Background: an optimization exercise with open tools, aiming at small area, a short achievable clock period and few clock cycles. Do not read the settings as production practice.
For this run, only the layout was checked, not whether the RTL still works.
Power and IR drop assume default switching activity.

`constraint.sdc`:
```
create_clock -name core_clock -period 6.0 [get_ports {i_clk}]
set_input_delay 1.2000 -clock core_clock [delete_from_list [all_inputs] [get_ports {i_clk}]]
set_output_delay 1.2000 -clock core_clock [all_outputs]
set_load 0.01 [all_outputs]
```
`design.v`:
```
package lse_pkg;
    localparam int DATA_W       = 32;
    localparam int CNT_W        = 7;
    localparam int CMD_W        = 3;
    localparam int STAT_W       = 2;
    localparam int RESULT_LIMIT = 64;
    localparam logic [CMD_W-1:0] CMD_PUSH   = 3'd0;
    localparam logic [CMD_W-1:0] CMD_POP    = 3'd1;
    localparam logic [CMD_W-1:0] CMD_LIST   = 3'd2;
    localparam logic [CMD_W-1:0] CMD_TOP3   = 3'd3;
    localparam logic [CMD_W-1:0] CMD_POPN   = 3'd4;
    localparam logic [CMD_W-1:0] CMD_BOT3   = 3'd5;
    localparam logic [STAT_W-1:0] ST_OK    = 2'd0;
    localparam logic [STAT_W-1:0] ST_FULL  = 2'd1;
    localparam logic [STAT_W-1:0] ST_EMPTY = 2'd2;
    localparam logic [STAT_W-1:0] ST_SHORT = 2'd3;
    typedef struct packed {
        logic [CMD_W-1:0]         op;
        logic signed [DATA_W-1:0] value;
        logic [CNT_W-1:0]         count;
    } t_cmd;
endpackage
module lse_ram #(
    parameter int W = 32,
    parameter int D = 64
) (
    input  logic                 i_clk,
    input  logic                 i_we,
    input  logic [$clog2(D)-1:0] i_waddr,
    input  logic [W-1:0]         i_wdata,
    input  logic [$clog2(D)-1:0] i_raddr,
    output logic [W-1:0]         o_rdata
);
    logic [W-1:0] r_mem [D];
    always_ff @(posedge i_clk) begin
        if (i_we) begin
            r_mem[i_waddr] <= i_wdata;
        end
    end
    always_comb begin
        o_rdata = '0;
        for (int e = 0; e < D; e++) begin
            o_rdata = o_rdata | (r_mem[e] & {W{i_raddr == ($clog2(D))'(e)}});
        end
    end
endmodule
import lse_pkg::*;
module lse_back #(
    parameter int DEPTH = 64
) (
    input  logic                         i_clk,
    input  logic                         i_rst_n,
    input  logic                         i_cmd_valid,
    output logic                         o_cmd_ready,
    input  logic [CMD_W-1:0]             i_command,
    input  logic [DATA_W-1:0]            i_push_value,
    input  logic [CNT_W-1:0]             i_pop_count,
    output logic                         o_we,
    output logic [$clog2(DEPTH)-1:0]     o_waddr,
    output logic [DATA_W-1:0]            o_wdata,
    output logic [$clog2(DEPTH)-1:0]     o_raddr,
    input  logic [DATA_W-1:0]            i_rdata,
    output logic                         o_res_valid,
    input  logic                         i_res_ready,
    output logic [STAT_W-1:0]            o_status,
    output logic signed [DATA_W-1:0]     o_data,
    output logic                         o_last
);
    localparam int AW = $clog2(DEPTH);
    localparam int FW = $clog2(DEPTH + 1);
    logic              r_rdy, n_rdy;
    logic              r_cv, n_cv;
    logic [CMD_W-1:0]  r_cop;
    logic [AW-1:0]     r_crem;       
    logic [DATA_W-1:0] r_cval;
    logic [AW-1:0]     r_ra, n_ra;
    logic [FW-1:0]     r_fill, n_fill;
    logic              r_busy, n_busy;
    logic              r_blist, n_blist;
    logic [AW-1:0]     r_rem, n_rem;
    logic              r_ov, n_ov;
    logic [STAT_W-1:0] r_ost;
    logic              r_olast;
    logic [DATA_W-1:0] r_odata;
    logic              r_sv, n_sv;
    logic [STAT_W-1:0] r_sst;
    logic              r_slast;
    logic [DATA_W-1:0] r_sdata;
    logic              acc, cmd_keep, can, empty, full, lt3;
    logic              pv, puse, plast, step_ra, drain;
    logic [STAT_W-1:0] pst;
    logic [DATA_W-1:0] pdata;
    logic [1:0]        fdelta;       
    logic [AW-1:0]     crem_in, n_crem;
    logic [CMD_W-1:0]  n_cop;
    logic              cmulti;
    assign acc = i_cmd_valid && r_rdy;
    assign cmd_keep = (i_command <= CMD_BOT3) && !(i_command == CMD_POPN && i_pop_count == '0);
    assign crem_in = (i_pop_count > CNT_W'(RESULT_LIMIT)) ? AW'(RESULT_LIMIT - 1)
                                                          : AW'(i_pop_count - CNT_W'(1));
    assign can = !r_sv;
    assign empty = (r_fill == '0);
    assign full = r_fill[FW-1];
    assign lt3 = (r_fill < FW'(3));
    assign drain = r_ov && i_res_ready;
    always_comb begin
        pv = 1'b0;
        puse = 1'b0;
        plast = 1'b1;
        pst = ST_OK;
        fdelta = 2'd1;
        n_busy = r_busy;
        n_blist = r_blist;
        n_rem = r_rem;
        step_ra = 1'b0;
        o_we = 1'b0;
        if (can) begin
            if (r_busy) begin
                pv = 1'b1;
                plast = (r_rem == AW'(1));
                n_rem = r_rem - AW'(1);
                n_busy = (r_rem != AW'(1));
                step_ra = 1'b1;
                if (r_blist) begin
                    puse = 1'b1;
                end else if (empty) begin
                    pst = ST_EMPTY;
                end else begin
                    puse = 1'b1;
                    fdelta = 2'd0;
                end
            end else if (r_cv) begin
                pv = 1'b1;
                unique case (r_cop)
                    CMD_PUSH: begin
                        if (full) begin
                            pst = ST_FULL;
                        end else begin
                            o_we = 1'b1;
                            fdelta = 2'd2;
                        end
                    end
                    CMD_POP: begin
                        if (empty) begin
                            pst = ST_EMPTY;
                        end else begin
                            puse = 1'b1;
                            fdelta = 2'd0;
                        end
                    end
                    CMD_LIST: begin
                        if (empty) begin
                            pst = ST_EMPTY;
                        end else begin
                            puse = 1'b1;
                            plast = (r_fill == FW'(1));
                            if (r_fill != FW'(1)) begin
                                n_busy = 1'b1;
                                n_blist = 1'b1;
                                n_rem = AW'(r_fill - FW'(1));
                                step_ra = 1'b1;
                            end
                        end
                    end
                    CMD_POPN: begin
                        plast = (r_crem == '0);
                        if (r_crem != '0) begin
                            n_busy = 1'b1;
                            n_blist = 1'b0;
                            n_rem = r_crem;
                            step_ra = 1'b1;
                        end
                        if (empty) begin
                            pst = ST_EMPTY;
                        end else begin
                            puse = 1'b1;
                            fdelta = 2'd0;
                        end
                    end
                    default: begin  
                        if (lt3) begin
                            pst = ST_SHORT;
                        end else begin
                            puse = 1'b1;
                        end
                    end
                endcase
            end
        end
    end
    always_comb begin
        unique case (fdelta)
            2'd0: n_fill = r_fill - FW'(1);
            2'd2: n_fill = r_fill + FW'(1);
            default: n_fill = r_fill;
        endcase
    end
    assign o_waddr = AW'(r_fill);
    assign o_wdata = r_cval;
    assign o_raddr = r_ra;
    assign pdata = puse ? i_rdata : '0;
    always_comb begin
        n_cv = r_cv && !(can && !r_busy);
        n_cop = r_cop;
        n_crem = r_crem;
        n_ra = step_ra ? (r_ra - AW'(1)) : r_ra;
        if (acc) begin
            n_cv = cmd_keep;
            n_cop = i_command;
            n_crem = crem_in;
            if (i_command == CMD_BOT3) begin
                n_ra = AW'(2);
            end else if (i_command == CMD_TOP3) begin
                unique case (fdelta)
                    2'd0: n_ra = AW'(r_fill) - AW'(4);
                    2'd2: n_ra = AW'(r_fill) - AW'(2);
                    default: n_ra = AW'(r_fill) - AW'(3);
                endcase
            end else begin
                unique case (fdelta)
                    2'd0: n_ra = AW'(r_fill) - AW'(2);
                    2'd2: n_ra = AW'(r_fill);
                    default: n_ra = AW'(r_fill) - AW'(1);
                endcase
            end
        end
    end
    assign n_sv = (pv ? r_ov : r_sv) && !drain;
    assign n_ov = pv || r_sv || (r_ov && !i_res_ready);
    assign cmulti = (n_cop == CMD_LIST && n_fill >= FW'(2)) ||
                    (n_cop == CMD_POPN && n_crem != '0);
    always_comb begin
        if (n_busy) begin
            n_rdy = !n_sv && (n_rem == AW'(1));
        end else if (n_cv) begin
            n_rdy = !n_sv && !cmulti;
        end else begin
            n_rdy = 1'b1;
        end
    end
    always_ff @(posedge i_clk) begin
        if (!i_rst_n) begin
            r_rdy <= 1'b1;
            r_cv <= 1'b0;
            r_fill <= '0;
            r_busy <= 1'b0;
            r_ov <= 1'b0;
            r_sv <= 1'b0;
        end else begin
            r_rdy <= n_rdy;
            r_cv <= n_cv;
            r_fill <= n_fill;
            r_busy <= n_busy;
            r_ov <= n_ov;
            r_sv <= n_sv;
        end
    end
    always_ff @(posedge i_clk) begin
        r_cop <= n_cop;
        r_crem <= n_crem;
        r_ra <= n_ra;
        r_blist <= n_blist;
        r_rem <= n_rem;
        if (acc) begin
            r_cval <= i_push_value;
        end
        if (pv && !(r_ov && !i_res_ready)) begin
            r_ost <= pst;
            r_olast <= plast;
            r_odata <= pdata;
        end else if (r_sv && i_res_ready) begin
            r_ost <= r_sst;
            r_olast <= r_slast;
            r_odata <= r_sdata;
        end
        if (pv) begin
            r_sst <= pst;
            r_slast <= plast;
            r_sdata <= pdata;
        end
    end
    assign o_cmd_ready = r_rdy;
    assign o_res_valid = r_ov;
    assign o_status = r_ost;
    assign o_data = r_odata;
    assign o_last = r_olast;
endmodule
import lse_pkg::*;
module lifo_stack_engine_top #(
    parameter int DEPTH = 64
) (
    input  logic                     i_clk,
    input  logic                     i_rst_n,
    input  logic                     i_cmd_valid,
    output logic                     o_cmd_ready,
    input  logic [CMD_W-1:0]         i_command,
    input  logic signed [DATA_W-1:0] i_push_value,
    input  logic [CNT_W-1:0]         i_pop_count,
    output logic                     o_res_valid,
    input  logic                     i_res_ready,
    output logic [STAT_W-1:0]        o_status,
    output logic signed [DATA_W-1:0] o_data,
    output logic                     o_last
);
    localparam int AW = $clog2(DEPTH);
    logic              we;
    logic [AW-1:0]     waddr, raddr;
    logic [DATA_W-1:0] wdata, rdata;
    lse_back #(.DEPTH(DEPTH)) u_back (
        .i_clk        (i_clk),
        .i_rst_n      (i_rst_n),
        .i_cmd_valid  (i_cmd_valid),
        .o_cmd_ready  (o_cmd_ready),
        .i_command    (i_command),
        .i_push_value (i_push_value),
        .i_pop_count  (i_pop_count),
        .o_we         (we),
        .o_waddr      (waddr),
        .o_wdata      (wdata),
        .o_raddr      (raddr),
        .i_rdata      (rdata),
        .o_res_valid  (o_res_valid),
        .i_res_ready  (i_res_ready),
        .o_status     (o_status),
        .o_data       (o_data),
        .o_last       (o_last)
    );
    lse_ram #(.W(DATA_W), .D(DEPTH)) u_ram (
        .i_clk   (i_clk),
        .i_we    (we),
        .i_waddr (waddr),
        .i_wdata (wdata),
        .i_raddr (raddr),
        .o_rdata (rdata)
    );
endmodule
```
`config.mk`:
```
export PLATFORM = sky130hd
export DESIGN_NAME = lifo_stack_engine_top
export DESIGN_NICKNAME = lifo_stack_engine_top
export VERILOG_FILES = /design/flow/design.v
export SDC_FILE = /design/flow/constraint.sdc
export NUM_CORES = 4
export LEC_CHECK = 0
export ABC_AREA = 1
export CAP_MARGIN = 20
export CORE_MARGIN = 2
export CORE_UTILIZATION = 40
export PLACE_DENSITY = 0.6
export SLEW_MARGIN = 20
```
`run.sh`:
```
#!/bin/bash
# synth_recipe.tcl (not shown) runs the flow's synth.tcl, then flattens the netlist and writes it again
# the make line also repeats each setting of config.mk as NAME=value (left out here)
make -C /OpenROAD-flow-scripts/flow DESIGN_CONFIG=/design/flow/config.mk WORK_HOME=/design/flow/orfs CLKGATE_MAP_FILE= SYNTH_SCRIPT=/design/flow/synth_recipe.tcl finish
```
==> impl_metrics.ini <==
[grt]
track_usage_pct = 33.9
pin_count_of_the_biggest_net_entering_global_routing = 65
global_route.usage.met1_pct = 44.6
grt_first_pass_wirelength_um = 474000
global_route.peak_usage_layer = met2
global_route.usage.met2_pct = 48.3
grt.met3_usage_pct = 10.7
antenna_found_initial = 21
global_route.overflow_total = 0
via_count_of_the_first_global_routing_pass = 52100

[layout]
layout.filler_cells = 17900
fin_cells = 8976
sequential_cell_area_mm2 = 0.0653
multi_input_comb_area_mm2 = 0.0157
syn_to_final_growth_pct = 15.4
stdcell_area_mm2 = 0.0952
num-nets-final = 6167
drive_above_1_share_pct = 10.7

[setup_path]
timing.critical_path.mode_cell = sky130_fd_sc_hd__nand2_1
worst_ep_required_time_ps = 6750
worst_path_largest_cell_delay_ps = 890
sequence_of_cells_on_the_critical_path = nor2_1, nand2_1, nor2_4, buf_4, nand2_1, nand4_1, nor2_1, nand2_1, nor3_1, buf_4, nand2_1, nand3_1, nand2_1
cp_data_arrival_time_ps = 5390
critical_path.n_buffers_inverters = 2
cp_top_family = simple AND/OR/NAND/NOR gates
cp-start-kind = flop
timing.setup.critical_path_class = reg2reg
cp_max_fo = 20
timing.critical_path.slowest_stage_cell = sky130_fd_sc_hd__nor2_1
cp-end-kind = flop

[cts]
clkTransAtPathRegs_ps = 70
cts_root_buf = sky130_fd_sc_hd__clkbuf_16
cts.sinks = 2184
cts-buffers-inserted = 211
htree_levels = 4
cts.repair_timing.setup_buffer_count = 0
tritoncts = done
post_cts_resize_count = 0
hold_buffers = 0
worst_skew_pair.late_latency_ps = 890
cts_buffer_depth = 3

[synthesis]
synthDominantCellAreaShare_pct = 78.6
synth_cell_area_mm2 = 0.0824
yosys_register_bits = 2184
synth_nets = 5845
library_cell_with_the_highest_instance_count_after_synthesis = sky130_fd_sc_hd__edfxtp_1
syn-mean-instance-area_um2 = 14.3
synth.top_cells.by_area = sky130_fd_sc_hd__edfxtp_1 79%, sky130_fd_sc_hd__nand2_1 7.4%, sky130_fd_sc_hd__nand4_1 1.9%, sky130_fd_sc_hd__a22oi_1 1.4%, sky130_fd_sc_hd__inv_1 1.2%
count_of_different_cell_masters_after_synthesis = 49
synth.cells.most_frequent = 2157 x sky130_fd_sc_hd__edfxtp_1, 1627 x sky130_fd_sc_hd__nand2_1, 274 x sky130_fd_sc_hd__inv_1
synthesis.instances = 5780
synth_largest_area_cell = sky130_fd_sc_hd__edfxtp_1
synth_flop_cell = sky130_fd_sc_hd__edfxtp_1
synth_enable_flop_cells = 2157
yosysSeqAreaShare_pct = 79.2
yosys_warnings = 2
synthArstFlopShare_pct = 0

[route]
drt-pass1-iter-count = 8
drt_drc_violations_left = 0
vias_per_cell = 6.43
detailroute.via_count = 57700
ant_nets = 0
first_iter_violations = 13400
routed_wirelength_um = 362000
routed_wirelength_normalized_by_instance_count_um = 40.4

[placement]
buffer_ports.inserted = 82
place_hpwl_um = 215000
gp_congestion = 0.956
placedCellCount = 8576
cell_area_after_placement_mm2 = 0.0887

[floorplanning]
starting_density_of_the_core_pct = 40.3
design.portCount = 83
dieArea_mm2 = 0.210
count_of_standard_cell_rows = 166
chipWidth_um = 458
core_area_mm2 = 0.205
die_y_um = 458

[power]
power.density_cell_area_mw_per_mm2 = 354
vdd_drop_max_uv = 272
report.power.total_mw = 33.7
power_leakage_nw = 32.0

[sta]
setup_repair_after_global_routing_missed_its_margin = false
final.setup.tns_ps = 0
setup_viol_count_final = 0
relSlewSlack_pct = 14.5
maxClockFrequency_mhz = 216
final.min_clock_period_ps = 4640
final_hold_vio_count = 0
worst_hold_slack_ps = 518
tightestPinTransition_ps = 1280
worst_clock_skew_ps = 44.0
fraction_of_the_cycle_the_final_worst_path_needs_pct = 77.3
maxSlewViolCount = 0

[min_path]
worst_hold_path_type = reg2reg

[status]
status = complete, no violations

[job]
drv_cap = 0
[worst reg2reg max path: cells and delay by family (launching register included)]
kind | cells | cell delay [ps]
buffers and inverters | 2 | 830
and+or+nand+nor | 11 | 3190
DFF | 1 | 490
[where the power goes]
part / internal (mW) / switching (mW)
sequential: 17.1 / 0.170
combinational: 0.820 / 2.85
clock: 6.94 / 5.88
[per-stage QoR]
stage | setup slack (ps) | utilization [%]
after floorplan | 1330 | -
after global placement | 1630 | 43.2
after detailed placement | 1640 | 43.3
after CTS | 1600 | 46.4
after global routing | 1310 | 46.5
final | 1360 | 46.5
[state kept, by name, summed over array words and instances, names as in the netlist]
| register | cells |
|---|---|
| u_back.r_cval | 32 |
| u_back.r_slast | 1 |
| u_back.r_sv | 1 |
| u_back.r_ost | 2 |
| u_back.r_cop | 3 |
| u_back.r_olast | 1 |
| u_back.r_fill | 7 |
| u_back.r_rem | 6 |
| u_back.r_cv | 1 |
| u_back.r_sst | 2 |
| u_back.r_rdy | 1 |
| u_ram.r_mem | 2048 |
| u_back.r_blist | 1 |
| u_back.r_busy | 1 |
| u_back.r_sdata | 32 |
| u_back.r_odata | 32 |
| u_back.r_crem | 6 |
| u_back.r_ra | 6 |
| u_back.r_ov | 1 |
[final cells by class]
cell class	count	area share, %
antenna	12	0.0316
timing repair buffer	322	3.32
clock inverter	115	0.830
clock buffer	272	5.96
multi-input combinational	3072	16.5
tap	2688	3.53
sequential	2184	68.6
inverter	311	1.23
[logic make-up (layout without fill, tap and decap cells)]
group                      Yosys count  after routing  synth area share [%]
buffers and inverters              524           1020                  2.61
other                                0             12                     0
DFF                               2184           2184                  79.2
AOI/OAI and AO/OA                  554            554                  4.96
xor gates and xnor gates            16             16                 0.170
and+or+nand+nor                   2483           2483                  12.8
adders and majority gates           19             19                 0.288
[routing by layer]
layer	share of wire, %	vias to the layer above
li1	-	21900
met1	34	28600
met2	42	5943
met3	16	1279
met4	7.9	18
met5	0.035	-
[final timing paths]
path              slack, ps          startpoint            endpoint  depth (start not counted)
setup / recovery       1360      u_back.r_ra[2]   u_back.r_odata[1]                         13
hold / removal          520  u_back.r_sdata[18]  u_back.r_odata[18]                          2
setup reg to reg       1360      u_back.r_ra[2]   u_back.r_odata[1]                         13
hold reg to reg         520  u_back.r_sdata[18]  u_back.r_odata[18]                          2
[layout by cell type, fill, tap and decap left out, drive strengths merged, types with 11 or more instances in the layout]
cell type / count
edfxtp: 2157
a22oi: 150
a22o: 115
ha: 19
o22ai: 24
nor4: 31
a211oi: 36
a221oi: 65
inv: 312
clkbuf: 272
nand3: 167
nor3: 93
clkinv: 102
a31oi: 21
o21ai: 69
diode: 12
buf: 240
dfxtp: 27
a21oi: 43
xor2: 12
nand4: 246
and2: 11
clkdlybuf4s50: 82
o2111ai: 21
nor2: 279
nand2: 1630

what the ideal ports hide:
The results above use ideal ports. As a check the final layout listed here was re-extracted and re-timed, cells and wires unchanged. Step 1 sets driving cells, clkbuf_16 on the clock port and buf_2 on the other inputs (assumed; they add their load-dependent delay and slew). Step 2 adds t to the input delays and takes it off the output delays; t is the mean of the earliest and latest rising clock arrival at the registers after step 1. Input paths then give back, and output paths get back, about the clock's delay inside the block. Three values: ideal ports, drivers, drivers and shift; two values: the first two.
t, ns: 0.948
slack for setup (ns): 1.360 / 1.360 / 1.360
worst setup path at the end: register to register
cell pins on the clock port's net: 1
After both steps setup and hold are still met in this run. The setup slack of this run moves by 0.000 ns with the drivers and by 0.000 ns with both steps.
